This design comes from an exercise in tuning for small area and a short achievable clock period on the open sky130 flow, not from production work.
The RTL of this run was laid out without a check of its function.
No activity file was given, so power comes from the tool's default toggle rates.

==> design/flow/design.v <==
module pwl_transform_engine (
  input  logic        clock,
  input  logic        rst_n,
  input  logic        tbl_wr,
  input  logic [3:0]  tbl_addr,
  input  logic [11:0] tbl_m,
  input  logic [11:0] tbl_c,
  input  logic        cal_begin,
  output logic        cal_busy,
  output logic        cal_valid,
  input  logic        in_valid,
  input  logic [11:0] indata,
  output logic        out_valid,
  output logic [11:0] outdata
);
  logic        busy_q, pre_a_q, pre_b_q, div_q, finm_q, holdm_q, fin_q, hold_q;
  logic        vm_q, valid_q;
  logic [3:0]  cnt_q, seg_q, ra_q;
  logic        start, seg_end, last_seg, adv;
  assign start    = cal_begin & ~busy_q;
  assign seg_end  = div_q & (cnt_q == 4'd11);
  assign last_seg = seg_q == 4'd14;
  assign adv      = pre_a_q | (div_q & (cnt_q == 4'd10));
  always_ff @(posedge clock or negedge rst_n) begin
    if (!rst_n) begin
      busy_q  <= 1'b0;
      pre_a_q <= 1'b0;
      pre_b_q <= 1'b0;
      div_q   <= 1'b0;
      finm_q  <= 1'b0;
      holdm_q <= 1'b1;
      fin_q   <= 1'b0;
      hold_q  <= 1'b1;
      vm_q    <= 1'b0;
      valid_q <= 1'b0;
      cnt_q   <= '0;
      seg_q   <= '0;
      ra_q    <= '0;
    end else begin
      pre_a_q <= start;
      pre_b_q <= pre_a_q;
      if (pre_b_q)                  div_q <= 1'b1;
      else if (seg_end && last_seg) div_q <= 1'b0;
      finm_q  <= div_q & last_seg & (cnt_q == 4'd10);
      holdm_q <= ~(div_q & last_seg & (cnt_q == 4'd10));
      fin_q   <= finm_q;
      hold_q  <= ~finm_q;
      if (start)      busy_q <= 1'b1;
      else if (fin_q) busy_q <= 1'b0;
      if (finm_q) vm_q <= 1'b1;
      if (fin_q)  valid_q <= 1'b1;
      if (div_q) cnt_q <= seg_end ? 4'd0 : cnt_q + 4'd1;
      if (start)        seg_q <= '0;
      else if (seg_end) seg_q <= seg_q + 4'd1;
      if (start)    ra_q <= '0;
      else if (adv) ra_q <= ra_q + 4'd1;
    end
  end
  logic [11:0] pm_q [16];
  logic [11:0] pc_q [16];
  logic [15:0] pv_q;
  always_ff @(posedge clock or negedge rst_n) begin
    if (!rst_n) pv_q <= '0;
    else if (tbl_wr && !busy_q) pv_q[tbl_addr] <= 1'b1;
  end
  always_ff @(posedge clock) begin
    if (tbl_wr && !busy_q) begin
      pm_q[tbl_addr] <= tbl_m;
      pc_q[tbl_addr] <= tbl_c;
    end
  end
  logic [11:0] rd_m, rd_c, pr_m_q, pr_c_q;
  always_comb begin
    rd_m = '0;
    rd_c = '0;
    for (int i = 0; i < 16; i++) begin
      if (ra_q == 4'(i) && pv_q[i]) begin
        rd_m = rd_m | pm_q[i];
        rd_c = rd_c | pc_q[i];
      end
    end
  end
  always_ff @(posedge clock) begin
    if (adv) begin
      pr_m_q <= rd_m;
      pr_c_q <= rd_c;
    end
  end
  logic signed [12:0] dm, dc;
  logic [11:0]        dmv_q, adc_q;
  logic               dpos_q, neg_q;
  assign dm = $signed({1'b0, rd_m}) - $signed({1'b0, pr_m_q});
  assign dc = $signed({1'b0, rd_c}) - $signed({1'b0, pr_c_q});
  always_ff @(posedge clock) begin
    dmv_q  <= dm[11:0];
    dpos_q <= (dm > 0);
    neg_q  <= dc[12];
    adc_q  <= dc[12] ? 12'(-dc) : dc[11:0];
  end
  logic [11:0] r_q;
  logic        clamp_q, clamp, nbit, ge, bit_in;
  logic [12:0] t, tsub;
  assign clamp = (dmv_q[11:5] == 7'd0) && (adc_q[11:7] >= dmv_q[4:0]);
  always_comb begin
    case (cnt_q)
      4'd1:    nbit = adc_q[6];
      4'd2:    nbit = adc_q[5];
      4'd3:    nbit = adc_q[4];
      4'd4:    nbit = adc_q[3];
      4'd5:    nbit = adc_q[2];
      4'd6:    nbit = adc_q[1];
      4'd7:    nbit = adc_q[0];
      default: nbit = 1'b0;
    endcase
    t      = {r_q, nbit};
    tsub   = t - {1'b0, dmv_q};
    ge     = ~tsub[12];
    bit_in = (cnt_q == 4'd0) ? (neg_q & dpos_q) : (dpos_q & (clamp_q | ge));
  end
  always_ff @(posedge clock) begin
    if (cnt_q == 4'd0) begin
      r_q     <= {7'd0, adc_q[11:7]};
      clamp_q <= clamp;
    end else begin
      r_q     <= ge ? tsub[11:0] : t[11:0];
    end
  end
  logic [179:0] sr_q;
  always_ff @(posedge clock) sr_q <= {sr_q[178:0], bit_in};
  logic [11:0] am_q [16];
  logic [11:0] ac_q [16];
  logic [11:0] as_q [15];
  always_ff @(posedge clock) begin
    for (int i = 0; i < 16; i++) begin
      am_q[i] <= (pm_q[i] & {12{finm_q & pv_q[i]}}) | (am_q[i] & {12{holdm_q}});
      ac_q[i] <= (pc_q[i] & {12{fin_q & pv_q[i]}}) | (ac_q[i] & {12{hold_q}});
    end
    for (int i = 0; i < 15; i++)
      as_q[i] <= (sr_q[12*(14-i) +: 12] & {12{fin_q}}) | (as_q[i] & {12{hold_q}});
  end
  logic        v1_q, v2_q, v3_q;
  logic [11:0] x_q, m_q;
  logic [15:0] ge_x, top, sel1, sel_q;
  logic        below, zs_q;
  logic [11:0] m1;
  always_comb begin
    for (int i = 0; i < 16; i++) ge_x[i] = indata >= am_q[i];
    below = ~ge_x[0];
    for (int i = 0; i < 16; i++) begin
      top[i] = ge_x[i];
      for (int j = i + 1; j < 16; j++) top[i] = top[i] & ~ge_x[j];
    end
    for (int i = 0; i < 16; i++) sel1[i] = vm_q & (below ? (i == 0) : top[i]);
    m1 = '0;
    for (int i = 0; i < 16; i++) m1 = m1 | (am_q[i] & {12{top[i]}});
  end
  always_ff @(posedge clock) begin
    x_q   <= indata;
    m_q   <= m1;
    sel_q <= sel1;
    zs_q  <= below;
  end
  logic [11:0] off, c_sel, s_sel;
  logic [10:0] mag;
  logic        sgn;
  logic [12:0] pp0, pp1, pp2, pp3, pp4, pp5;
  logic        bo0, bo1, bo2, bo3, bo4, bo5, bt0, bt1, bt2, bt3, bt4, bt5;
  logic        bn0, bn1, bn2, bn3, bn4, bn5;
  logic [24:0] row_a, row_b;
  logic [4:0]  lo;
  logic [20:0] tsum;
  always_comb begin
    c_sel = '0;
    s_sel = '0;
    for (int i = 0; i < 16; i++) c_sel = c_sel | (ac_q[i] & {12{sel_q[i]}});
    for (int i = 0; i < 15; i++) s_sel = s_sel | (as_q[i] & {12{sel_q[i] & ~zs_q}});
  end
  assign mag = s_sel[10:0];
  assign sgn = s_sel[11];
  logic sop0, sop1, sop2, sop3, sop4, sop5, sop6, sop7,
        sop8, sop9, sop10, sop11, sog0, sog1, sog2, sog3,
        sog4, sog5, sog6, sog7, sog8, sog9, sog10, sog11,
        soG0i, soG0_1, soG0_2, soP0_2, soG0_3, soP0_3, soG0_4, soP0_4,
        soG0_5, soP0_5, soG0_6, soP0_6, soG0_7, soP0_7, soG0_8, soP0_8,
        soG0_9, soP0_9, soG0_10, soP0_10, soG0_11, soP0_11, soG1_2, soG1_3,
        soG1_4, soP1_4, soG1_5, soP1_5, soG1_6, soP1_6, soG1_7, soP1_7,
        soG1_8, soP1_8, soG1_9, soP1_9, soG1_10, soP1_10, soG1_11, soP1_11,
        soG2_4, soG2_5, soG2_6, soG2_7, soG2_8, soP2_8, soG2_9, soP2_9,
        soG2_10, soP2_10, soG2_11, soP2_11, soG3_8, soG3_9, soG3_10, soG3_11,
        sos0, sos1, sos2, sos3, sos4, sos5, sos6, sos7,
        sos8, sos9, sos10, sos11, t0s, t0c, t1s, t1c,
        t2s, t2c, t3s, t3c, t4s, t4c, t5s, t5c,
        t6s, t6c, t7s, t7c, t8s, t8c, t9s, t9c,
        t10s, t10c, t11s, t11c, t12s, t12c, t13s, t13c,
        t14s, t14c, t15s, t15c, t16s, t16c, t17s, t17c,
        t18s, t18c, t19s, t19c, t20s, t20c, t21s, t21c,
        t22s, t22c, t23s, t23c, t24s, t24c, t25s, t25c,
        t26s, t26c, t27s, t27c, t28s, t28c, t29s, t29c,
        t30s, t30c, t31s, t31c, t32s, t32c, t33s, t33c,
        t34s, t34c, t35s, t35c, t36s, t36c, t37s, t37c,
        t38s, t38c, t39s, t39c, t40s, t40c, t41s, t41c,
        t42s, t42c, t43s, t43c, t44s, t44c, t45s, t45c,
        t46s, t46c, t47s, t47c, t48s, t48c, t49s, t49c,
        t50s, t50c, t51s, t51c, t52s, t52c, t53s, t53c,
        us0, uc0, us1, uc1, us2, uc2, us3, uc3,
        us4, uc4, us5, uc5, us6, uc6, us7, uc7,
        us8, uc8, us9, uc9, us10, uc10, us11, uc11,
        us12, uc12, us13, uc13, us14, uc14, us15, uc15,
        us16, uc16, us17, uc17, us18, uc18, us19, uc19,
        us20, uc20, vs0, vc0, vs1, vc1, vs2, vc2,
        vs3, vc3, vs4, vc4, vs5, vc5, vs6, vc6,
        vs7, vc7, vs8, vc8, vs9, vc9, vs10, vc10,
        vs11, vc11, vs12, vc12, vs13, vc13, vs14, vc14,
        vs15, vc15, vs16, vc16, vs17, vc17, vs18, vc18,
        vs19, vc19, vs20, vc20, sfp0, sfp1, sfp2, sfp3,
        sfp4, sfp5, sfp6, sfp7, sfp8, sfp9, sfp10, sfp11,
        sfp12, sfp13, sfp14, sfp15, sfp16, sfp17, sfp18, sfp19,
        sfp20, sfg0, sfg1, sfg2, sfg3, sfg4, sfg5, sfg6,
        sfg7, sfg8, sfg9, sfg10, sfg11, sfg12, sfg13, sfg14,
        sfg15, sfg16, sfg17, sfg18, sfg19, sfg20, sfG0i, sfG0_1,
        sfG0_2, sfP0_2, sfG0_3, sfP0_3, sfG0_4, sfP0_4, sfG0_5, sfP0_5,
        sfG0_6, sfP0_6, sfG0_7, sfP0_7, sfG0_8, sfP0_8, sfG0_9, sfP0_9,
        sfG0_10, sfP0_10, sfG0_11, sfP0_11, sfG0_12, sfP0_12, sfG0_13, sfP0_13,
        sfG0_14, sfP0_14, sfG0_15, sfP0_15, sfG0_16, sfP0_16, sfG0_17, sfP0_17,
        sfG0_18, sfP0_18, sfG0_19, sfP0_19, sfG0_20, sfP0_20, sfG1_2, sfG1_3,
        sfG1_4, sfP1_4, sfG1_5, sfP1_5, sfG1_6, sfP1_6, sfG1_7, sfP1_7,
        sfG1_8, sfP1_8, sfG1_9, sfP1_9, sfG1_10, sfP1_10, sfG1_11, sfP1_11,
        sfG1_12, sfP1_12, sfG1_13, sfP1_13, sfG1_14, sfP1_14, sfG1_15, sfP1_15,
        sfG1_16, sfP1_16, sfG1_17, sfP1_17, sfG1_18, sfP1_18, sfG1_19, sfP1_19,
        sfG1_20, sfP1_20, sfG2_4, sfG2_5, sfG2_6, sfG2_7, sfG2_8, sfP2_8,
        sfG2_9, sfP2_9, sfG2_10, sfP2_10, sfG2_11, sfP2_11, sfG2_12, sfP2_12,
        sfG2_13, sfP2_13, sfG2_14, sfP2_14, sfG2_15, sfP2_15, sfG2_16, sfP2_16,
        sfG2_17, sfP2_17, sfG2_18, sfP2_18, sfG2_19, sfP2_19, sfG2_20, sfP2_20,
        sfG3_8, sfG3_9, sfG3_10, sfG3_11, sfG3_12, sfG3_13, sfG3_14, sfG3_15,
        sfG3_16, sfP3_16, sfG3_17, sfP3_17, sfG3_18, sfP3_18, sfG3_19, sfP3_19,
        sfG3_20, sfP3_20, sfG4_16, sfG4_17, sfG4_18, sfG4_19, sfG4_20, sfs0,
        sfs1, sfs2, sfs3, sfs4, sfs5, sfs6, sfs7, sfs8,
        sfs9, sfs10, sfs11, sfs12, sfs13, sfs14, sfs15, sfs16,
        sfs17, sfs18, sfs19, sfs20;
  assign sop0 = x_q[0] ^ ~m_q[0];
  assign sog0 = x_q[0] & ~m_q[0];
  assign sop1 = x_q[1] ^ ~m_q[1];
  assign sog1 = x_q[1] & ~m_q[1];
  assign sop2 = x_q[2] ^ ~m_q[2];
  assign sog2 = x_q[2] & ~m_q[2];
  assign sop3 = x_q[3] ^ ~m_q[3];
  assign sog3 = x_q[3] & ~m_q[3];
  assign sop4 = x_q[4] ^ ~m_q[4];
  assign sog4 = x_q[4] & ~m_q[4];
  assign sop5 = x_q[5] ^ ~m_q[5];
  assign sog5 = x_q[5] & ~m_q[5];
  assign sop6 = x_q[6] ^ ~m_q[6];
  assign sog6 = x_q[6] & ~m_q[6];
  assign sop7 = x_q[7] ^ ~m_q[7];
  assign sog7 = x_q[7] & ~m_q[7];
  assign sop8 = x_q[8] ^ ~m_q[8];
  assign sog8 = x_q[8] & ~m_q[8];
  assign sop9 = x_q[9] ^ ~m_q[9];
  assign sog9 = x_q[9] & ~m_q[9];
  assign sop10 = x_q[10] ^ ~m_q[10];
  assign sog10 = x_q[10] & ~m_q[10];
  assign sop11 = x_q[11] ^ ~m_q[11];
  assign sog11 = x_q[11] & ~m_q[11];
  assign soG0i = sog0 | (sop0 & 1'b1);
  assign soG0_1 = sog1 | (sop1 & soG0i);
  assign soG0_2 = sog2 | (sop2 & sog1);
  assign soP0_2 = sop2 & sop1;
  assign soG0_3 = sog3 | (sop3 & sog2);
  assign soP0_3 = sop3 & sop2;
  assign soG0_4 = sog4 | (sop4 & sog3);
  assign soP0_4 = sop4 & sop3;
  assign soG0_5 = sog5 | (sop5 & sog4);
  assign soP0_5 = sop5 & sop4;
  assign soG0_6 = sog6 | (sop6 & sog5);
  assign soP0_6 = sop6 & sop5;
  assign soG0_7 = sog7 | (sop7 & sog6);
  assign soP0_7 = sop7 & sop6;
  assign soG0_8 = sog8 | (sop8 & sog7);
  assign soP0_8 = sop8 & sop7;
  assign soG0_9 = sog9 | (sop9 & sog8);
  assign soP0_9 = sop9 & sop8;
  assign soG0_10 = sog10 | (sop10 & sog9);
  assign soP0_10 = sop10 & sop9;
  assign soG0_11 = sog11 | (sop11 & sog10);
  assign soP0_11 = sop11 & sop10;
  assign soG1_2 = soG0_2 | (soP0_2 & soG0i);
  assign soG1_3 = soG0_3 | (soP0_3 & soG0_1);
  assign soG1_4 = soG0_4 | (soP0_4 & soG0_2);
  assign soP1_4 = soP0_4 & soP0_2;
  assign soG1_5 = soG0_5 | (soP0_5 & soG0_3);
  assign soP1_5 = soP0_5 & soP0_3;
  assign soG1_6 = soG0_6 | (soP0_6 & soG0_4);
  assign soP1_6 = soP0_6 & soP0_4;
  assign soG1_7 = soG0_7 | (soP0_7 & soG0_5);
  assign soP1_7 = soP0_7 & soP0_5;
  assign soG1_8 = soG0_8 | (soP0_8 & soG0_6);
  assign soP1_8 = soP0_8 & soP0_6;
  assign soG1_9 = soG0_9 | (soP0_9 & soG0_7);
  assign soP1_9 = soP0_9 & soP0_7;
  assign soG1_10 = soG0_10 | (soP0_10 & soG0_8);
  assign soP1_10 = soP0_10 & soP0_8;
  assign soG1_11 = soG0_11 | (soP0_11 & soG0_9);
  assign soP1_11 = soP0_11 & soP0_9;
  assign soG2_4 = soG1_4 | (soP1_4 & soG0i);
  assign soG2_5 = soG1_5 | (soP1_5 & soG0_1);
  assign soG2_6 = soG1_6 | (soP1_6 & soG1_2);
  assign soG2_7 = soG1_7 | (soP1_7 & soG1_3);
  assign soG2_8 = soG1_8 | (soP1_8 & soG1_4);
  assign soP2_8 = soP1_8 & soP1_4;
  assign soG2_9 = soG1_9 | (soP1_9 & soG1_5);
  assign soP2_9 = soP1_9 & soP1_5;
  assign soG2_10 = soG1_10 | (soP1_10 & soG1_6);
  assign soP2_10 = soP1_10 & soP1_6;
  assign soG2_11 = soG1_11 | (soP1_11 & soG1_7);
  assign soP2_11 = soP1_11 & soP1_7;
  assign soG3_8 = soG2_8 | (soP2_8 & soG0i);
  assign soG3_9 = soG2_9 | (soP2_9 & soG0_1);
  assign soG3_10 = soG2_10 | (soP2_10 & soG1_2);
  assign soG3_11 = soG2_11 | (soP2_11 & soG1_3);
  assign sos0 = sop0 ^ 1'b1;
  assign sos1 = sop1 ^ soG0i;
  assign sos2 = sop2 ^ soG0_1;
  assign sos3 = sop3 ^ soG1_2;
  assign sos4 = sop4 ^ soG1_3;
  assign sos5 = sop5 ^ soG2_4;
  assign sos6 = sop6 ^ soG2_5;
  assign sos7 = sop7 ^ soG2_6;
  assign sos8 = sop8 ^ soG2_7;
  assign sos9 = sop9 ^ soG3_8;
  assign sos10 = sop10 ^ soG3_9;
  assign sos11 = sop11 ^ soG3_10;
  assign off = {sos11, sos10, sos9, sos8, sos7, sos6, sos5, sos4, sos3, sos2, sos1, sos0};
  assign bo0 = mag[0] ^ 1'b0;
  assign bt0 = (mag[1] & ~mag[0] & ~1'b0) | (~mag[1] & mag[0] & 1'b0);
  assign bn0 = mag[1] ^ sgn;
  assign pp0[0] = ((bo0 & off[0])) ^ bn0;
  assign pp0[1] = ((bo0 & off[1]) | (bt0 & off[0])) ^ bn0;
  assign pp0[2] = ((bo0 & off[2]) | (bt0 & off[1])) ^ bn0;
  assign pp0[3] = ((bo0 & off[3]) | (bt0 & off[2])) ^ bn0;
  assign pp0[4] = ((bo0 & off[4]) | (bt0 & off[3])) ^ bn0;
  assign pp0[5] = ((bo0 & off[5]) | (bt0 & off[4])) ^ bn0;
  assign pp0[6] = ((bo0 & off[6]) | (bt0 & off[5])) ^ bn0;
  assign pp0[7] = ((bo0 & off[7]) | (bt0 & off[6])) ^ bn0;
  assign pp0[8] = ((bo0 & off[8]) | (bt0 & off[7])) ^ bn0;
  assign pp0[9] = ((bo0 & off[9]) | (bt0 & off[8])) ^ bn0;
  assign pp0[10] = ((bo0 & off[10]) | (bt0 & off[9])) ^ bn0;
  assign pp0[11] = ((bo0 & off[11]) | (bt0 & off[10])) ^ bn0;
  assign pp0[12] = ((bt0 & off[11])) ^ bn0;
  assign bo1 = mag[2] ^ mag[1];
  assign bt1 = (mag[3] & ~mag[2] & ~mag[1]) | (~mag[3] & mag[2] & mag[1]);
  assign bn1 = mag[3] ^ sgn;
  assign pp1[0] = ((bo1 & off[0])) ^ bn1;
  assign pp1[1] = ((bo1 & off[1]) | (bt1 & off[0])) ^ bn1;
  assign pp1[2] = ((bo1 & off[2]) | (bt1 & off[1])) ^ bn1;
  assign pp1[3] = ((bo1 & off[3]) | (bt1 & off[2])) ^ bn1;
  assign pp1[4] = ((bo1 & off[4]) | (bt1 & off[3])) ^ bn1;
  assign pp1[5] = ((bo1 & off[5]) | (bt1 & off[4])) ^ bn1;
  assign pp1[6] = ((bo1 & off[6]) | (bt1 & off[5])) ^ bn1;
  assign pp1[7] = ((bo1 & off[7]) | (bt1 & off[6])) ^ bn1;
  assign pp1[8] = ((bo1 & off[8]) | (bt1 & off[7])) ^ bn1;
  assign pp1[9] = ((bo1 & off[9]) | (bt1 & off[8])) ^ bn1;
  assign pp1[10] = ((bo1 & off[10]) | (bt1 & off[9])) ^ bn1;
  assign pp1[11] = ((bo1 & off[11]) | (bt1 & off[10])) ^ bn1;
  assign pp1[12] = ((bt1 & off[11])) ^ bn1;
  assign bo2 = mag[4] ^ mag[3];
  assign bt2 = (mag[5] & ~mag[4] & ~mag[3]) | (~mag[5] & mag[4] & mag[3]);
  assign bn2 = mag[5] ^ sgn;
  assign pp2[0] = ((bo2 & off[0])) ^ bn2;
  assign pp2[1] = ((bo2 & off[1]) | (bt2 & off[0])) ^ bn2;
  assign pp2[2] = ((bo2 & off[2]) | (bt2 & off[1])) ^ bn2;
  assign pp2[3] = ((bo2 & off[3]) | (bt2 & off[2])) ^ bn2;
  assign pp2[4] = ((bo2 & off[4]) | (bt2 & off[3])) ^ bn2;
  assign pp2[5] = ((bo2 & off[5]) | (bt2 & off[4])) ^ bn2;
  assign pp2[6] = ((bo2 & off[6]) | (bt2 & off[5])) ^ bn2;
  assign pp2[7] = ((bo2 & off[7]) | (bt2 & off[6])) ^ bn2;
  assign pp2[8] = ((bo2 & off[8]) | (bt2 & off[7])) ^ bn2;
  assign pp2[9] = ((bo2 & off[9]) | (bt2 & off[8])) ^ bn2;
  assign pp2[10] = ((bo2 & off[10]) | (bt2 & off[9])) ^ bn2;
  assign pp2[11] = ((bo2 & off[11]) | (bt2 & off[10])) ^ bn2;
  assign pp2[12] = ((bt2 & off[11])) ^ bn2;
  assign bo3 = mag[6] ^ mag[5];
  assign bt3 = (mag[7] & ~mag[6] & ~mag[5]) | (~mag[7] & mag[6] & mag[5]);
  assign bn3 = mag[7] ^ sgn;
  assign pp3[0] = ((bo3 & off[0])) ^ bn3;
  assign pp3[1] = ((bo3 & off[1]) | (bt3 & off[0])) ^ bn3;
  assign pp3[2] = ((bo3 & off[2]) | (bt3 & off[1])) ^ bn3;
  assign pp3[3] = ((bo3 & off[3]) | (bt3 & off[2])) ^ bn3;
  assign pp3[4] = ((bo3 & off[4]) | (bt3 & off[3])) ^ bn3;
  assign pp3[5] = ((bo3 & off[5]) | (bt3 & off[4])) ^ bn3;
  assign pp3[6] = ((bo3 & off[6]) | (bt3 & off[5])) ^ bn3;
  assign pp3[7] = ((bo3 & off[7]) | (bt3 & off[6])) ^ bn3;
  assign pp3[8] = ((bo3 & off[8]) | (bt3 & off[7])) ^ bn3;
  assign pp3[9] = ((bo3 & off[9]) | (bt3 & off[8])) ^ bn3;
  assign pp3[10] = ((bo3 & off[10]) | (bt3 & off[9])) ^ bn3;
  assign pp3[11] = ((bo3 & off[11]) | (bt3 & off[10])) ^ bn3;
  assign pp3[12] = ((bt3 & off[11])) ^ bn3;
  assign bo4 = mag[8] ^ mag[7];
  assign bt4 = (mag[9] & ~mag[8] & ~mag[7]) | (~mag[9] & mag[8] & mag[7]);
  assign bn4 = mag[9] ^ sgn;
  assign pp4[0] = ((bo4 & off[0])) ^ bn4;
  assign pp4[1] = ((bo4 & off[1]) | (bt4 & off[0])) ^ bn4;
  assign pp4[2] = ((bo4 & off[2]) | (bt4 & off[1])) ^ bn4;
  assign pp4[3] = ((bo4 & off[3]) | (bt4 & off[2])) ^ bn4;
  assign pp4[4] = ((bo4 & off[4]) | (bt4 & off[3])) ^ bn4;
  assign pp4[5] = ((bo4 & off[5]) | (bt4 & off[4])) ^ bn4;
  assign pp4[6] = ((bo4 & off[6]) | (bt4 & off[5])) ^ bn4;
  assign pp4[7] = ((bo4 & off[7]) | (bt4 & off[6])) ^ bn4;
  assign pp4[8] = ((bo4 & off[8]) | (bt4 & off[7])) ^ bn4;
  assign pp4[9] = ((bo4 & off[9]) | (bt4 & off[8])) ^ bn4;
  assign pp4[10] = ((bo4 & off[10]) | (bt4 & off[9])) ^ bn4;
  assign pp4[11] = ((bo4 & off[11]) | (bt4 & off[10])) ^ bn4;
  assign pp4[12] = ((bt4 & off[11])) ^ bn4;
  assign bo5 = mag[10] ^ mag[9];
  assign bt5 = (1'b0 & ~mag[10] & ~mag[9]) | (~1'b0 & mag[10] & mag[9]);
  assign bn5 = 1'b0 ^ sgn;
  assign pp5[0] = ((bo5 & off[0])) ^ bn5;
  assign pp5[1] = ((bo5 & off[1]) | (bt5 & off[0])) ^ bn5;
  assign pp5[2] = ((bo5 & off[2]) | (bt5 & off[1])) ^ bn5;
  assign pp5[3] = ((bo5 & off[3]) | (bt5 & off[2])) ^ bn5;
  assign pp5[4] = ((bo5 & off[4]) | (bt5 & off[3])) ^ bn5;
  assign pp5[5] = ((bo5 & off[5]) | (bt5 & off[4])) ^ bn5;
  assign pp5[6] = ((bo5 & off[6]) | (bt5 & off[5])) ^ bn5;
  assign pp5[7] = ((bo5 & off[7]) | (bt5 & off[6])) ^ bn5;
  assign pp5[8] = ((bo5 & off[8]) | (bt5 & off[7])) ^ bn5;
  assign pp5[9] = ((bo5 & off[9]) | (bt5 & off[8])) ^ bn5;
  assign pp5[10] = ((bo5 & off[10]) | (bt5 & off[9])) ^ bn5;
  assign pp5[11] = ((bo5 & off[11]) | (bt5 & off[10])) ^ bn5;
  assign pp5[12] = ((bt5 & off[11])) ^ bn5;
  assign t0s = pp0[8] ^ pp1[6];
  assign t0c = pp0[8] & pp1[6];
  assign t1s = pp0[9] ^ pp1[7] ^ pp2[5];
  assign t1c = (pp0[9] & pp1[7]) | (pp0[9] & pp2[5]) | (pp1[7] & pp2[5]);
  assign t2s = pp0[10] ^ pp1[8] ^ pp2[6];
  assign t2c = (pp0[10] & pp1[8]) | (pp0[10] & pp2[6]) | (pp1[8] & pp2[6]);
  assign t3s = pp3[4] ^ pp4[2];
  assign t3c = pp3[4] & pp4[2];
  assign t4s = pp0[11] ^ pp1[9] ^ pp2[7];
  assign t4c = (pp0[11] & pp1[9]) | (pp0[11] & pp2[7]) | (pp1[9] & pp2[7]);
  assign t5s = pp3[5] ^ pp4[3] ^ pp5[1];
  assign t5c = (pp3[5] & pp4[3]) | (pp3[5] & pp5[1]) | (pp4[3] & pp5[1]);
  assign t6s = pp0[12] ^ pp1[10] ^ pp2[8];
  assign t6c = (pp0[12] & pp1[10]) | (pp0[12] & pp2[8]) | (pp1[10] & pp2[8]);
  assign t7s = pp3[6] ^ pp4[4] ^ pp5[2];
  assign t7c = (pp3[6] & pp4[4]) | (pp3[6] & pp5[2]) | (pp4[4] & pp5[2]);
  assign t8s = pp1[11] ^ pp2[9] ^ pp3[7];
  assign t8c = (pp1[11] & pp2[9]) | (pp1[11] & pp3[7]) | (pp2[9] & pp3[7]);
  assign t9s = pp4[5] ^ pp5[3] ^ bn0;
  assign t9c = (pp4[5] & pp5[3]) | (pp4[5] & bn0) | (pp5[3] & bn0);
  assign t10s = pp1[12] ^ pp2[10] ^ pp3[8];
  assign t10c = (pp1[12] & pp2[10]) | (pp1[12] & pp3[8]) | (pp2[10] & pp3[8]);
  assign t11s = pp4[6] ^ pp5[4] ^ bn0;
  assign t11c = (pp4[6] & pp5[4]) | (pp4[6] & bn0) | (pp5[4] & bn0);
  assign t12s = ~bn1 ^ pp2[11] ^ pp3[9];
  assign t12c = (~bn1 & pp2[11]) | (~bn1 & pp3[9]) | (pp2[11] & pp3[9]);
  assign t13s = pp4[7] ^ pp5[5] ^ ~bn0;
  assign t13c = (pp4[7] & pp5[5]) | (pp4[7] & ~bn0) | (pp5[5] & ~bn0);
  assign t14s = pp2[12] ^ pp3[10] ^ pp4[8];
  assign t14c = (pp2[12] & pp3[10]) | (pp2[12] & pp4[8]) | (pp3[10] & pp4[8]);
  assign t15s = pp5[6] ^ 1'b1;
  assign t15c = pp5[6] & 1'b1;
  assign t16s = ~bn2 ^ pp3[11] ^ pp4[9];
  assign t16c = (~bn2 & pp3[11]) | (~bn2 & pp4[9]) | (pp3[11] & pp4[9]);
  assign t17s = pp3[12] ^ pp4[10];
  assign t17c = pp3[12] & pp4[10];
  assign t18s = pp0[6] ^ pp1[4];
  assign t18c = pp0[6] & pp1[4];
  assign t19s = pp0[7] ^ pp1[5] ^ pp2[3];
  assign t19c = (pp0[7] & pp1[5]) | (pp0[7] & pp2[3]) | (pp1[5] & pp2[3]);
  assign t20s = pp2[4] ^ pp3[2] ^ pp4[0];
  assign t20c = (pp2[4] & pp3[2]) | (pp2[4] & pp4[0]) | (pp3[2] & pp4[0]);
  assign t21s = pp3[3] ^ pp4[1] ^ t0c;
  assign t21c = (pp3[3] & pp4[1]) | (pp3[3] & t0c) | (pp4[1] & t0c);
  assign t22s = pp5[0] ^ t1c ^ t2s;
  assign t22c = (pp5[0] & t1c) | (pp5[0] & t2s) | (t1c & t2s);
  assign t23s = t2c ^ t3c ^ t4s;
  assign t23c = (t2c & t3c) | (t2c & t4s) | (t3c & t4s);
  assign t24s = t4c ^ t5c ^ t6s;
  assign t24c = (t4c & t5c) | (t4c & t6s) | (t5c & t6s);
  assign t25s = t6c ^ t7c ^ t8s;
  assign t25c = (t6c & t7c) | (t6c & t8s) | (t7c & t8s);
  assign t26s = t8c ^ t9c ^ t10s;
  assign t26c = (t8c & t9c) | (t8c & t10s) | (t9c & t10s);
  assign t27s = t10c ^ t11c ^ t12s;
  assign t27c = (t10c & t11c) | (t10c & t12s) | (t11c & t12s);
  assign t28s = t12c ^ t13c ^ t14s;
  assign t28c = (t12c & t13c) | (t12c & t14s) | (t13c & t14s);
  assign t29s = pp5[7] ^ t14c ^ t15c;
  assign t29c = (pp5[7] & t14c) | (pp5[7] & t15c) | (t14c & t15c);
  assign t30s = pp5[8] ^ 1'b1 ^ t16c;
  assign t30c = (pp5[8] & 1'b1) | (pp5[8] & t16c) | (1'b1 & t16c);
  assign t31s = ~bn3 ^ pp4[11] ^ pp5[9];
  assign t31c = (~bn3 & pp4[11]) | (~bn3 & pp5[9]) | (pp4[11] & pp5[9]);
  assign t32s = pp4[12] ^ pp5[10];
  assign t32c = pp4[12] & pp5[10];
  assign t33s = pp0[2] ^ pp1[0];
  assign t33c = pp0[2] & pp1[0];
  assign t34s = pp0[3] ^ pp1[1];
  assign t34c = pp0[3] & pp1[1];
  assign t35s = pp0[4] ^ pp1[2] ^ pp2[0];
  assign t35c = (pp0[4] & pp1[2]) | (pp0[4] & pp2[0]) | (pp1[2] & pp2[0]);
  assign t36s = pp0[5] ^ pp1[3] ^ pp2[1];
  assign t36c = (pp0[5] & pp1[3]) | (pp0[5] & pp2[1]) | (pp1[3] & pp2[1]);
  assign t37s = pp2[2] ^ pp3[0] ^ t18s;
  assign t37c = (pp2[2] & pp3[0]) | (pp2[2] & t18s) | (pp3[0] & t18s);
  assign t38s = pp3[1] ^ t18c ^ t19s;
  assign t38c = (pp3[1] & t18c) | (pp3[1] & t19s) | (t18c & t19s);
  assign t39s = t0s ^ t19c ^ t20s;
  assign t39c = (t0s & t19c) | (t0s & t20s) | (t19c & t20s);
  assign t40s = t1s ^ t20c ^ t21s;
  assign t40c = (t1s & t20c) | (t1s & t21s) | (t20c & t21s);
  assign t41s = t3s ^ t21c ^ t22s;
  assign t41c = (t3s & t21c) | (t3s & t22s) | (t21c & t22s);
  assign t42s = t5s ^ t22c ^ t23s;
  assign t42c = (t5s & t22c) | (t5s & t23s) | (t22c & t23s);
  assign t43s = t7s ^ t23c ^ t24s;
  assign t43c = (t7s & t23c) | (t7s & t24s) | (t23c & t24s);
  assign t44s = t9s ^ t24c ^ t25s;
  assign t44c = (t9s & t24c) | (t9s & t25s) | (t24c & t25s);
  assign t45s = t11s ^ t25c ^ t26s;
  assign t45c = (t11s & t25c) | (t11s & t26s) | (t25c & t26s);
  assign t46s = t13s ^ t26c ^ t27s;
  assign t46c = (t13s & t26c) | (t13s & t27s) | (t26c & t27s);
  assign t47s = t15s ^ t27c ^ t28s;
  assign t47c = (t15s & t27c) | (t15s & t28s) | (t27c & t28s);
  assign t48s = t16s ^ t28c ^ t29s;
  assign t48c = (t16s & t28c) | (t16s & t29s) | (t28c & t29s);
  assign t49s = t17s ^ t29c ^ t30s;
  assign t49c = (t17s & t29c) | (t17s & t30s) | (t29c & t30s);
  assign t50s = t17c ^ t30c ^ t31s;
  assign t50c = (t17c & t30c) | (t17c & t31s) | (t30c & t31s);
  assign t51s = 1'b1 ^ t31c ^ t32s;
  assign t51c = (1'b1 & t31c) | (1'b1 & t32s) | (t31c & t32s);
  assign t52s = ~bn4 ^ pp5[11] ^ t32c;
  assign t52c = (~bn4 & pp5[11]) | (~bn4 & t32c) | (pp5[11] & t32c);
  assign t53s = pp5[12] ^ 1'b1;
  assign t53c = pp5[12] & 1'b1;
  assign row_a = {1'b1, ~bn5, t52c, t51c, t50c, t49c, t48c, t47c, t46c, t45c, t44c, t43c, t42c, t41c, t40c, t39c, t38c, t37c, t36c, t35c, t34c, t33c, bn1, pp0[1], pp0[0]};
  assign row_b = {1'b0, t53c, t53s, t52s, t51s, t50s, t49s, t48s, t47s, t46s, t45s, t44s, t43s, t42s, t41s, t40s, t39s, t38s, t37s, t36s, t35s, t34s, t33s, 1'b0, bn0};
  assign us0 = ra_q2[4] ^ rb_q2[4] ^ c3_q[0];
  assign uc0 = (ra_q2[4] & rb_q2[4]) | (ra_q2[4] & c3_q[0]) | (rb_q2[4] & c3_q[0]);
  assign us1 = ra_q2[5] ^ rb_q2[5] ^ c3_q[1];
  assign uc1 = (ra_q2[5] & rb_q2[5]) | (ra_q2[5] & c3_q[1]) | (rb_q2[5] & c3_q[1]);
  assign us2 = ra_q2[6] ^ rb_q2[6] ^ c3_q[2];
  assign uc2 = (ra_q2[6] & rb_q2[6]) | (ra_q2[6] & c3_q[2]) | (rb_q2[6] & c3_q[2]);
  assign us3 = ra_q2[7] ^ rb_q2[7] ^ c3_q[3];
  assign uc3 = (ra_q2[7] & rb_q2[7]) | (ra_q2[7] & c3_q[3]) | (rb_q2[7] & c3_q[3]);
  assign us4 = ra_q2[8] ^ rb_q2[8] ^ c3_q[4];
  assign uc4 = (ra_q2[8] & rb_q2[8]) | (ra_q2[8] & c3_q[4]) | (rb_q2[8] & c3_q[4]);
  assign us5 = ra_q2[9] ^ rb_q2[9] ^ c3_q[5];
  assign uc5 = (ra_q2[9] & rb_q2[9]) | (ra_q2[9] & c3_q[5]) | (rb_q2[9] & c3_q[5]);
  assign us6 = ra_q2[10] ^ rb_q2[10] ^ c3_q[6];
  assign uc6 = (ra_q2[10] & rb_q2[10]) | (ra_q2[10] & c3_q[6]) | (rb_q2[10] & c3_q[6]);
  assign us7 = ra_q2[11] ^ rb_q2[11] ^ c3_q[7];
  assign uc7 = (ra_q2[11] & rb_q2[11]) | (ra_q2[11] & c3_q[7]) | (rb_q2[11] & c3_q[7]);
  assign us8 = ra_q2[12] ^ rb_q2[12] ^ c3_q[8];
  assign uc8 = (ra_q2[12] & rb_q2[12]) | (ra_q2[12] & c3_q[8]) | (rb_q2[12] & c3_q[8]);
  assign us9 = ra_q2[13] ^ rb_q2[13] ^ c3_q[9];
  assign uc9 = (ra_q2[13] & rb_q2[13]) | (ra_q2[13] & c3_q[9]) | (rb_q2[13] & c3_q[9]);
  assign us10 = ra_q2[14] ^ rb_q2[14] ^ c3_q[10];
  assign uc10 = (ra_q2[14] & rb_q2[14]) | (ra_q2[14] & c3_q[10]) | (rb_q2[14] & c3_q[10]);
  assign us11 = ra_q2[15] ^ rb_q2[15] ^ c3_q[11];
  assign uc11 = (ra_q2[15] & rb_q2[15]) | (ra_q2[15] & c3_q[11]) | (rb_q2[15] & c3_q[11]);
  assign us12 = ra_q2[16] ^ rb_q2[16];
  assign uc12 = ra_q2[16] & rb_q2[16];
  assign us13 = ra_q2[17] ^ rb_q2[17];
  assign uc13 = ra_q2[17] & rb_q2[17];
  assign us14 = ra_q2[18] ^ rb_q2[18];
  assign uc14 = ra_q2[18] & rb_q2[18];
  assign us15 = ra_q2[19] ^ rb_q2[19];
  assign uc15 = ra_q2[19] & rb_q2[19];
  assign us16 = ra_q2[20] ^ rb_q2[20];
  assign uc16 = ra_q2[20] & rb_q2[20];
  assign us17 = ra_q2[21] ^ rb_q2[21];
  assign uc17 = ra_q2[21] & rb_q2[21];
  assign us18 = ra_q2[22] ^ rb_q2[22];
  assign uc18 = ra_q2[22] & rb_q2[22];
  assign us19 = ra_q2[23] ^ rb_q2[23];
  assign uc19 = ra_q2[23] & rb_q2[23];
  assign us20 = ra_q2[24] ^ rb_q2[24];
  assign uc20 = ra_q2[24] & rb_q2[24];
  assign vs0 = us0 ^ bn3_q[2];
  assign vc0 = us0 & bn3_q[2];
  assign vs1 = us1 ^ uc0;
  assign vc1 = us1 & uc0;
  assign vs2 = us2 ^ uc1 ^ bn3_q[3];
  assign vc2 = (us2 & uc1) | (us2 & bn3_q[3]) | (uc1 & bn3_q[3]);
  assign vs3 = us3 ^ uc2;
  assign vc3 = us3 & uc2;
  assign vs4 = us4 ^ uc3 ^ bn3_q[4];
  assign vc4 = (us4 & uc3) | (us4 & bn3_q[4]) | (uc3 & bn3_q[4]);
  assign vs5 = us5 ^ uc4;
  assign vc5 = us5 & uc4;
  assign vs6 = us6 ^ uc5 ^ bn3_q[5];
  assign vc6 = (us6 & uc5) | (us6 & bn3_q[5]) | (uc5 & bn3_q[5]);
  assign vs7 = us7 ^ uc6;
  assign vc7 = us7 & uc6;
  assign vs8 = us8 ^ uc7;
  assign vc8 = us8 & uc7;
  assign vs9 = us9 ^ uc8;
  assign vc9 = us9 & uc8;
  assign vs10 = us10 ^ uc9;
  assign vc10 = us10 & uc9;
  assign vs11 = us11 ^ uc10;
  assign vc11 = us11 & uc10;
  assign vs12 = us12 ^ uc11;
  assign vc12 = us12 & uc11;
  assign vs13 = us13 ^ uc12;
  assign vc13 = us13 & uc12;
  assign vs14 = us14 ^ uc13;
  assign vc14 = us14 & uc13;
  assign vs15 = us15 ^ uc14;
  assign vc15 = us15 & uc14;
  assign vs16 = us16 ^ uc15;
  assign vc16 = us16 & uc15;
  assign vs17 = us17 ^ uc16;
  assign vc17 = us17 & uc16;
  assign vs18 = us18 ^ uc17;
  assign vc18 = us18 & uc17;
  assign vs19 = us19 ^ uc18;
  assign vc19 = us19 & uc18;
  assign vs20 = us20 ^ uc19;
  assign vc20 = us20 & uc19;
  assign sfp0 = vs0 ^ 1'b0;
  assign sfg0 = vs0 & 1'b0;
  assign sfp1 = vs1 ^ vc0;
  assign sfg1 = vs1 & vc0;
  assign sfp2 = vs2 ^ vc1;
  assign sfg2 = vs2 & vc1;
  assign sfp3 = vs3 ^ vc2;
  assign sfg3 = vs3 & vc2;
  assign sfp4 = vs4 ^ vc3;
  assign sfg4 = vs4 & vc3;
  assign sfp5 = vs5 ^ vc4;
  assign sfg5 = vs5 & vc4;
  assign sfp6 = vs6 ^ vc5;
  assign sfg6 = vs6 & vc5;
  assign sfp7 = vs7 ^ vc6;
  assign sfg7 = vs7 & vc6;
  assign sfp8 = vs8 ^ vc7;
  assign sfg8 = vs8 & vc7;
  assign sfp9 = vs9 ^ vc8;
  assign sfg9 = vs9 & vc8;
  assign sfp10 = vs10 ^ vc9;
  assign sfg10 = vs10 & vc9;
  assign sfp11 = vs11 ^ vc10;
  assign sfg11 = vs11 & vc10;
  assign sfp12 = vs12 ^ vc11;
  assign sfg12 = vs12 & vc11;
  assign sfp13 = vs13 ^ vc12;
  assign sfg13 = vs13 & vc12;
  assign sfp14 = vs14 ^ vc13;
  assign sfg14 = vs14 & vc13;
  assign sfp15 = vs15 ^ vc14;
  assign sfg15 = vs15 & vc14;
  assign sfp16 = vs16 ^ vc15;
  assign sfg16 = vs16 & vc15;
  assign sfp17 = vs17 ^ vc16;
  assign sfg17 = vs17 & vc16;
  assign sfp18 = vs18 ^ vc17;
  assign sfg18 = vs18 & vc17;
  assign sfp19 = vs19 ^ vc18;
  assign sfg19 = vs19 & vc18;
  assign sfp20 = vs20 ^ vc19;
  assign sfg20 = vs20 & vc19;
  assign sfG0i = sfg0 | (sfp0 & c4_q);
  assign sfG0_1 = sfg1 | (sfp1 & sfG0i);
  assign sfG0_2 = sfg2 | (sfp2 & sfg1);
  assign sfP0_2 = sfp2 & sfp1;
  assign sfG0_3 = sfg3 | (sfp3 & sfg2);
  assign sfP0_3 = sfp3 & sfp2;
  assign sfG0_4 = sfg4 | (sfp4 & sfg3);
  assign sfP0_4 = sfp4 & sfp3;
  assign sfG0_5 = sfg5 | (sfp5 & sfg4);
  assign sfP0_5 = sfp5 & sfp4;
  assign sfG0_6 = sfg6 | (sfp6 & sfg5);
  assign sfP0_6 = sfp6 & sfp5;
  assign sfG0_7 = sfg7 | (sfp7 & sfg6);
  assign sfP0_7 = sfp7 & sfp6;
  assign sfG0_8 = sfg8 | (sfp8 & sfg7);
  assign sfP0_8 = sfp8 & sfp7;
  assign sfG0_9 = sfg9 | (sfp9 & sfg8);
  assign sfP0_9 = sfp9 & sfp8;
  assign sfG0_10 = sfg10 | (sfp10 & sfg9);
  assign sfP0_10 = sfp10 & sfp9;
  assign sfG0_11 = sfg11 | (sfp11 & sfg10);
  assign sfP0_11 = sfp11 & sfp10;
  assign sfG0_12 = sfg12 | (sfp12 & sfg11);
  assign sfP0_12 = sfp12 & sfp11;
  assign sfG0_13 = sfg13 | (sfp13 & sfg12);
  assign sfP0_13 = sfp13 & sfp12;
  assign sfG0_14 = sfg14 | (sfp14 & sfg13);
  assign sfP0_14 = sfp14 & sfp13;
  assign sfG0_15 = sfg15 | (sfp15 & sfg14);
  assign sfP0_15 = sfp15 & sfp14;
  assign sfG0_16 = sfg16 | (sfp16 & sfg15);
  assign sfP0_16 = sfp16 & sfp15;
  assign sfG0_17 = sfg17 | (sfp17 & sfg16);
  assign sfP0_17 = sfp17 & sfp16;
  assign sfG0_18 = sfg18 | (sfp18 & sfg17);
  assign sfP0_18 = sfp18 & sfp17;
  assign sfG0_19 = sfg19 | (sfp19 & sfg18);
  assign sfP0_19 = sfp19 & sfp18;
  assign sfG0_20 = sfg20 | (sfp20 & sfg19);
  assign sfP0_20 = sfp20 & sfp19;
  assign sfG1_2 = sfG0_2 | (sfP0_2 & sfG0i);
  assign sfG1_3 = sfG0_3 | (sfP0_3 & sfG0_1);
  assign sfG1_4 = sfG0_4 | (sfP0_4 & sfG0_2);
  assign sfP1_4 = sfP0_4 & sfP0_2;
  assign sfG1_5 = sfG0_5 | (sfP0_5 & sfG0_3);
  assign sfP1_5 = sfP0_5 & sfP0_3;
  assign sfG1_6 = sfG0_6 | (sfP0_6 & sfG0_4);
  assign sfP1_6 = sfP0_6 & sfP0_4;
  assign sfG1_7 = sfG0_7 | (sfP0_7 & sfG0_5);
  assign sfP1_7 = sfP0_7 & sfP0_5;
  assign sfG1_8 = sfG0_8 | (sfP0_8 & sfG0_6);
  assign sfP1_8 = sfP0_8 & sfP0_6;
  assign sfG1_9 = sfG0_9 | (sfP0_9 & sfG0_7);
  assign sfP1_9 = sfP0_9 & sfP0_7;
  assign sfG1_10 = sfG0_10 | (sfP0_10 & sfG0_8);
  assign sfP1_10 = sfP0_10 & sfP0_8;
  assign sfG1_11 = sfG0_11 | (sfP0_11 & sfG0_9);
  assign sfP1_11 = sfP0_11 & sfP0_9;
  assign sfG1_12 = sfG0_12 | (sfP0_12 & sfG0_10);
  assign sfP1_12 = sfP0_12 & sfP0_10;
  assign sfG1_13 = sfG0_13 | (sfP0_13 & sfG0_11);
  assign sfP1_13 = sfP0_13 & sfP0_11;
  assign sfG1_14 = sfG0_14 | (sfP0_14 & sfG0_12);
  assign sfP1_14 = sfP0_14 & sfP0_12;
  assign sfG1_15 = sfG0_15 | (sfP0_15 & sfG0_13);
  assign sfP1_15 = sfP0_15 & sfP0_13;
  assign sfG1_16 = sfG0_16 | (sfP0_16 & sfG0_14);
  assign sfP1_16 = sfP0_16 & sfP0_14;
  assign sfG1_17 = sfG0_17 | (sfP0_17 & sfG0_15);
  assign sfP1_17 = sfP0_17 & sfP0_15;
  assign sfG1_18 = sfG0_18 | (sfP0_18 & sfG0_16);
  assign sfP1_18 = sfP0_18 & sfP0_16;
  assign sfG1_19 = sfG0_19 | (sfP0_19 & sfG0_17);
  assign sfP1_19 = sfP0_19 & sfP0_17;
  assign sfG1_20 = sfG0_20 | (sfP0_20 & sfG0_18);
  assign sfP1_20 = sfP0_20 & sfP0_18;
  assign sfG2_4 = sfG1_4 | (sfP1_4 & sfG0i);
  assign sfG2_5 = sfG1_5 | (sfP1_5 & sfG0_1);
  assign sfG2_6 = sfG1_6 | (sfP1_6 & sfG1_2);
  assign sfG2_7 = sfG1_7 | (sfP1_7 & sfG1_3);
  assign sfG2_8 = sfG1_8 | (sfP1_8 & sfG1_4);
  assign sfP2_8 = sfP1_8 & sfP1_4;
  assign sfG2_9 = sfG1_9 | (sfP1_9 & sfG1_5);
  assign sfP2_9 = sfP1_9 & sfP1_5;
  assign sfG2_10 = sfG1_10 | (sfP1_10 & sfG1_6);
  assign sfP2_10 = sfP1_10 & sfP1_6;
  assign sfG2_11 = sfG1_11 | (sfP1_11 & sfG1_7);
  assign sfP2_11 = sfP1_11 & sfP1_7;
  assign sfG2_12 = sfG1_12 | (sfP1_12 & sfG1_8);
  assign sfP2_12 = sfP1_12 & sfP1_8;
  assign sfG2_13 = sfG1_13 | (sfP1_13 & sfG1_9);
  assign sfP2_13 = sfP1_13 & sfP1_9;
  assign sfG2_14 = sfG1_14 | (sfP1_14 & sfG1_10);
  assign sfP2_14 = sfP1_14 & sfP1_10;
  assign sfG2_15 = sfG1_15 | (sfP1_15 & sfG1_11);
  assign sfP2_15 = sfP1_15 & sfP1_11;
  assign sfG2_16 = sfG1_16 | (sfP1_16 & sfG1_12);
  assign sfP2_16 = sfP1_16 & sfP1_12;
  assign sfG2_17 = sfG1_17 | (sfP1_17 & sfG1_13);
  assign sfP2_17 = sfP1_17 & sfP1_13;
  assign sfG2_18 = sfG1_18 | (sfP1_18 & sfG1_14);
  assign sfP2_18 = sfP1_18 & sfP1_14;
  assign sfG2_19 = sfG1_19 | (sfP1_19 & sfG1_15);
  assign sfP2_19 = sfP1_19 & sfP1_15;
  assign sfG2_20 = sfG1_20 | (sfP1_20 & sfG1_16);
  assign sfP2_20 = sfP1_20 & sfP1_16;
  assign sfG3_8 = sfG2_8 | (sfP2_8 & sfG0i);
  assign sfG3_9 = sfG2_9 | (sfP2_9 & sfG0_1);
  assign sfG3_10 = sfG2_10 | (sfP2_10 & sfG1_2);
  assign sfG3_11 = sfG2_11 | (sfP2_11 & sfG1_3);
  assign sfG3_12 = sfG2_12 | (sfP2_12 & sfG2_4);
  assign sfG3_13 = sfG2_13 | (sfP2_13 & sfG2_5);
  assign sfG3_14 = sfG2_14 | (sfP2_14 & sfG2_6);
  assign sfG3_15 = sfG2_15 | (sfP2_15 & sfG2_7);
  assign sfG3_16 = sfG2_16 | (sfP2_16 & sfG2_8);
  assign sfP3_16 = sfP2_16 & sfP2_8;
  assign sfG3_17 = sfG2_17 | (sfP2_17 & sfG2_9);
  assign sfP3_17 = sfP2_17 & sfP2_9;
  assign sfG3_18 = sfG2_18 | (sfP2_18 & sfG2_10);
  assign sfP3_18 = sfP2_18 & sfP2_10;
  assign sfG3_19 = sfG2_19 | (sfP2_19 & sfG2_11);
  assign sfP3_19 = sfP2_19 & sfP2_11;
  assign sfG3_20 = sfG2_20 | (sfP2_20 & sfG2_12);
  assign sfP3_20 = sfP2_20 & sfP2_12;
  assign sfG4_16 = sfG3_16 | (sfP3_16 & sfG0i);
  assign sfG4_17 = sfG3_17 | (sfP3_17 & sfG0_1);
  assign sfG4_18 = sfG3_18 | (sfP3_18 & sfG1_2);
  assign sfG4_19 = sfG3_19 | (sfP3_19 & sfG1_3);
  assign sfG4_20 = sfG3_20 | (sfP3_20 & sfG2_4);
  assign sfs0 = sfp0 ^ c4_q;
  assign sfs1 = sfp1 ^ sfG0i;
  assign sfs2 = sfp2 ^ sfG0_1;
  assign sfs3 = sfp3 ^ sfG1_2;
  assign sfs4 = sfp4 ^ sfG1_3;
  assign sfs5 = sfp5 ^ sfG2_4;
  assign sfs6 = sfp6 ^ sfG2_5;
  assign sfs7 = sfp7 ^ sfG2_6;
  assign sfs8 = sfp8 ^ sfG2_7;
  assign sfs9 = sfp9 ^ sfG3_8;
  assign sfs10 = sfp10 ^ sfG3_9;
  assign sfs11 = sfp11 ^ sfG3_10;
  assign sfs12 = sfp12 ^ sfG3_11;
  assign sfs13 = sfp13 ^ sfG3_12;
  assign sfs14 = sfp14 ^ sfG3_13;
  assign sfs15 = sfp15 ^ sfG3_14;
  assign sfs16 = sfp16 ^ sfG3_15;
  assign sfs17 = sfp17 ^ sfG4_16;
  assign sfs18 = sfp18 ^ sfG4_17;
  assign sfs19 = sfp19 ^ sfG4_18;
  assign sfs20 = sfp20 ^ sfG4_19;
  assign tsum = {sfs20, sfs19, sfs18, sfs17, sfs16, sfs15, sfs14, sfs13, sfs12, sfs11, sfs10, sfs9, sfs8, sfs7, sfs6, sfs5, sfs4, sfs3, sfs2, sfs1, sfs0};
  assign lo = {1'b0, row_a[3:0]} + {1'b0, row_b[3:0]};
  logic [24:4] ra_q2, rb_q2;
  logic [11:0] c3_q;
  logic [5:2]  bn3_q;
  logic        c4_q;
  always_ff @(posedge clock) begin
    ra_q2 <= row_a[24:4];
    rb_q2 <= row_b[24:4];
    c4_q  <= lo[4];
    c3_q  <= c_sel;
    bn3_q <= {bn5, bn4, bn3, bn2};
  end
  logic [11:0] res, out_q;
  always_comb begin
    if (tsum[20])              res = '0;
    else if (tsum[19:12] != 0) res = '1;
    else                       res = tsum[11:0];
  end
  always_ff @(posedge clock or negedge rst_n) begin
    if (!rst_n) begin
      v1_q <= 1'b0;
      v2_q <= 1'b0;
      v3_q <= 1'b0;
    end else begin
      v1_q <= in_valid;
      v2_q <= v1_q;
      v3_q <= v2_q;
    end
  end
  always_ff @(posedge clock) out_q <= res;
  assign cal_busy  = busy_q;
  assign cal_valid = valid_q;
  assign out_valid = v3_q;
  assign outdata   = out_q;
endmodule
==> design/flow/run.sh <==
#!/bin/bash
# synth_recipe.tcl (not shown) runs the flow's synth.tcl, then flattens the netlist and writes it again
# the make line also repeats each setting of config.mk as NAME=value (left out here)
make -C /OpenROAD-flow-scripts/flow DESIGN_CONFIG=/design/flow/config.mk WORK_HOME=/design/flow/orfs CLKGATE_MAP_FILE= SYNTH_SCRIPT=/design/flow/synth_recipe.tcl finish
==> design/flow/config.mk <==
export PLATFORM = sky130hd
export DESIGN_NAME = pwl_transform_engine
export DESIGN_NICKNAME = pwl_transform_engine
export VERILOG_FILES = /design/flow/design.v
export SDC_FILE = /design/flow/constraint.sdc
export NUM_CORES = 4
export LEC_CHECK = 0
export CAP_MARGIN = 20
export CORE_MARGIN = 2
export CORE_UTILIZATION = 60
export CTS_BUF_LIST = sky130_fd_sc_hd__clkbuf_4 sky130_fd_sc_hd__clkbuf_8
export SETUP_SLACK_MARGIN = 5
export SLEW_MARGIN = 20
==> design/flow/constraint.sdc <==
create_clock -name core_clock -period 10.0 [get_ports {clock}]
set_input_delay 2.0000 -clock core_clock [delete_from_list [all_inputs] [get_ports {clock}]]
set_output_delay 2.0000 -clock core_clock [all_outputs]
set_load 0.01 [all_outputs]
==> impl_summary.txt <==
----------------------------------------------------
[Power]
  Cell area power density ... 192 nW/um^2
  P_int ... 0.00895 W
  Leak Pwr ... 24.0 nW
  Overall power ... around 0.012 W
  Clk pwr share ... 0.417
  Proportion of power drawn by combinational gates ... 0.094
  Proportion of power drawn by flip-flops and latches ... 0.489
  Switching component of the power ... 0.00300 W
  Fraction of power spent switching nets ... 0.251
  VDD IR-drop max ... 0.150 mV

[Cells and area]
  Fraction of layout instances using a drive strength above 1 ... 0.121
  Final instance area ... 62300 sq um
  Synth-to-layout area growth ... 12.6%
  Combined area of the multi-input logic cells ... 22400 sq um
  Total area of sequential cells ... 31200 sq um
  Fill count ... a little under 7000
  Nets ... 5132

[Route]
  Antenna-violating nets left ... 0
  DRT iter0 DRCs ... 5865
  Average wire per cell in the routed design ... 31.4 microns
  Total number of vias ... 41100
  Residual DRC count ... 0
  Drt via density ... between 6 and 7
  Final routed wirelength across all metal layers ... 191 mm
  Router iterations before antenna repair ... 6

[Clocking]
  Deepest level of the CTS H-tree ... 4
  Clock edge transition at the registers on the reported setup and hold paths ... approximately 0.060 ns
  CTS tree ... done
  CTS Buffer Depth ... 3
  CTS Buf Count ... 203
  Clock sink total ... 1342
  Clock latency on the worst-skew pair ... ~0.92 ns
  Library cell used as clock root buffer ... sky130_fd_sc_hd__clkbuf_8
  Hold buffer count at CTS ... 0

[Die]
  Initial cell density of the core ... 0.604
  Die height ... around 310 microns
  Overall die area ... approximately 95000 sq um
  Core area ... 91500 sq um
  I/O pin total ... 60
  Horizontal die dimension ... 308 microns
  Standard-cell row count ... around 110

[Logic synthesis]
  Synth area leader ... sky130_fd_sc_hd__dfxtp_1
  Number of register bits inferred by synthesis ... 1342
  Net count after synthesis ... 5012
  Register area share after synthesis ... 0.563
  Leading cell types by count after synthesis ... sky130_fd_sc_hd__dfxtp_1 (892), sky130_fd_sc_hd__a22o_1 (705), sky130_fd_sc_hd__edfxtp_1 (409)
  Area share of the largest cell type after synthesis ... 0.323
  Main synth FF type ... sky130_fd_sc_hd__dfxtp_1
  Most numerous cell in the Yosys netlist ... sky130_fd_sc_hd__dfxtp_1
  Share of flip-flops with an asynchronous set or reset after synthesis ... 0.0306
  Number of flops mapped to enable cells by yosys ... 409
  Post-synthesis area per instance ... 12.1 sq um
  Synthesized instance count ... 4588
  Netlist cell types ... 86
  Top post-synthesis cells by area ... sky130_fd_sc_hd__dfxtp_1 (32%), sky130_fd_sc_hd__edfxtp_1 (22%), sky130_fd_sc_hd__a22o_1 (11%)
  Mapped cell area ... 55300 sq um
  Synthesis warning total ... 4

[Global route]
  Maximum number of pins on one net before global-route repair ... 106
  Via count of the first global-routing pass ... 39100
  Routing layer with the top usage in global route ... met2
  Initial antenna violation count ... 5
  Total routing resource utilization after global routing ... 0.399
  Met2 Usage GRT ... 0.602
  Wire length of the first global-routing pass ... 271 mm
  Global route overflow ... 0
  Met1 Usage GRT ... 0.535
  Met3 demand-to-capacity share in global routing ... 0.113

[Timing]
  Final count of negative-setup-slack endpoints ... 0
  Portion of the clock cycle consumed by the worst path in the final layout ... 0.487
  Final number of max-transition violations ... 0
  Time the final worst path needs with I/O delays and setup ... 4.87 ns
  Endpoints failing hold ... 0
  Total negative slack ... 0 ns
  Relative slew margins ... 0.189
  Setup skew after layout ... 0.0520 ns
  Tightest hold margin ... 0.311 ns
  Worst Tran Pin Value ... between 1 and 1.5 ns
  RSZ-0062 raised after global routing ... no
  Highest achievable clock rate ... 205 MHz

[Setup path]
  Maximum net fanout on the critical path ... 18
  Type of element capturing the critical path ... flop
  Required arrival time at the worst endpoint ... 10.75 ns
  Max stage delay on crit path ... 0.59 ns
  Arrival time at the worst endpoint ... 5.62 ns
  Startpoint type of the worst setup path ... flop
  Cell count of the worst reg-to-reg path ... 13
  Reg-to-reg setup timing slack ... between 5 and 6 ns
  Max stage delay cell, worst path ... sky130_fd_sc_hd__fa_1
  Series of cell instances along the critical path ... buf_4, a222oi_1, nand3_1, o21bai_2, xor2_2, inv_1, o22ai_1, xor2_1, fa_1, inv_1, fa_1, inv_1, fa_1
  Critical path type ... reg -> reg

[Outcome]
  Result of the run ... finished clean

[Placed design]
  Routability-driven placement congestion ratio ... 0.960
  Estimated wirelength of the detail-placed design ... 127 mm
  Dpl cell area ... 57100 sq um
  Count of input and output buffers ... just under 60

[Worst hold path]
  Class of the worst hold path ... reg -> reg
  Number of instances on the worst hold path ... 0

[Flow run]
  MaxCap Viol Count ... 0

----------------------------------------------------
per-layer routing:
layer / up-vias / wire, microns / part of all wire
li1: 17800 / - / -
met1: 20100 / 74900 / 0.39
met2: 2708 / 83400 / 0.44
met3: 515 / 23400 / 0.12
met4: 0 / 9390 / 0.049
met5: - / 0 / 0
final timing paths:
path / to / startpoint
worst max-delay path: rb_q2[6]$_DFF_P_ / sel_q[9]$_DFF_P_
worst min-delay path: sr_q[134]$_DFF_P_ / sr_q[133]$_DFF_P_
worst max register to register: rb_q2[6]$_DFF_P_ / sel_q[9]$_DFF_P_
worst min register to register: sr_q[134]$_DFF_P_ / sr_q[133]$_DFF_P_
max in group asynchronous: fin_q$_DFF_PN0_ / rst_n
min in group asynchronous: v2_q$_DFF_PN0_ / rst_n
layout by cell type (no fill, tap or decap), types with 107 or more instances in the layout:
cell                         n
sky130_fd_sc_hd__dfxtp_1   892
sky130_fd_sc_hd__nand2_1   134
sky130_fd_sc_hd__a22oi_1   135
sky130_fd_sc_hd__xnor2_1   107
sky130_fd_sc_hd__edfxtp_1  409
sky130_fd_sc_hd__ha_1      315
sky130_fd_sc_hd__a221oi_1  126
sky130_fd_sc_hd__inv_1     298
sky130_fd_sc_hd__nor2_1    158
sky130_fd_sc_hd__clkbuf_8  244
sky130_fd_sc_hd__a22o_1    705
final cells by class:
class | count | share of cell area
Clock inverter | 60 | 0.0104
Inverter | 305 | 0.0184
Sequential cell | 1342 | 0.500
Tap cell | 1186 | 0.0238
Timing Repair Buffer | 167 | 0.0234
Multi-Input combinational cell | 2689 | 0.360
Clock buffer | 323 | 0.0634
Antenna cell | 6 | 0.000241
metrics by stage:
step	instances	util	setup WS, ns
floorplan	4588	-	5.00
global placement	5664	0.624	2.86
detailed placement	5664	0.624	2.82
CTS	6064	0.677	5.01
global route	6073	0.681	4.97
finish	6078	0.681	5.13
power by group through the flow:
| stage | Clock, W | Combinational (W) | Sequential (W) |
|---|---|---|---|
| 3_5_place_dp | 0 | 0.00108 | 0.00595 |
| 3_3_place_gp | 0 | 0.00106 | 0.00595 |
| 6_report | 0.00499 | 0.00112 | 0.00584 |
| 2_1_floorplan | 0 | 0.000760 | 0.00592 |
| 4_1_cts | 0.00500 | 0.00110 | 0.00584 |
| 5_1_grt | 0.00523 | 0.00125 | 0.00585 |
critical path: cells and delay by family, from the launching register on:
kind                     cells  cell delay (ns)
flip-flops                   1             0.50
AO/OA/AOI/OAI                3             1.08
AND/OR/NAND/NOR              1             0.13
XOR/XNOR                     2             0.59
buffers and inverters        4             0.79
adder cells (fa/ha/maj)      3             1.60
registers in the layout (all words and copies together) (netlist names), 16 cells and up:
signal,cells
ac_q,192
am_q,192
pc_q,192
pm_q,192
as_q,180
sr_q,180
ra_q2,20
rb_q2,20
pv_q,16
sel_q,16
kinds of logic after synthesis:
group           synth area share
compound gates             0.213
flops                      0.563
simple gates              0.0605
buf+inv                   0.0383
fa+ha+maj                 0.0944
xor+xnor                  0.0261
mux                      0.00464
repair_timing:
action	4_1_cts	5_1_grt
setup buffers	17	8
setup endpoints to repair	58	33
resized for setup	34	50
pin swaps	11	7

separate check: timing with driven ports:
How much do the figures lean on ideal ports? The routed layout below was timed once more, with nothing changed but the port constraints. Step 1, drivers: a clkbuf_16 drives clock and a buf_2 each remaining input, both assumed. Step 2 times the ports against the registers' clock, not the clock port: input delays grow and output delays shrink by t, the midpoint of the rising clock arrivals with the driver on. Three values: ideal ports, drivers, drivers and shift; two values: the first two.
t (ns): 0.974
slack for setup (ns): 5.131 / 5.131 / 4.208
worst setup path after step 2: input to register
slew at the worst register clock pin (ns): 0.07 / 0.07
pins driven straight from the clock port: 1
After both steps this run still meets setup and hold. For this run, drivers alone change the setup slack by 0.000 ns; drivers and shift together by -0.923 ns.
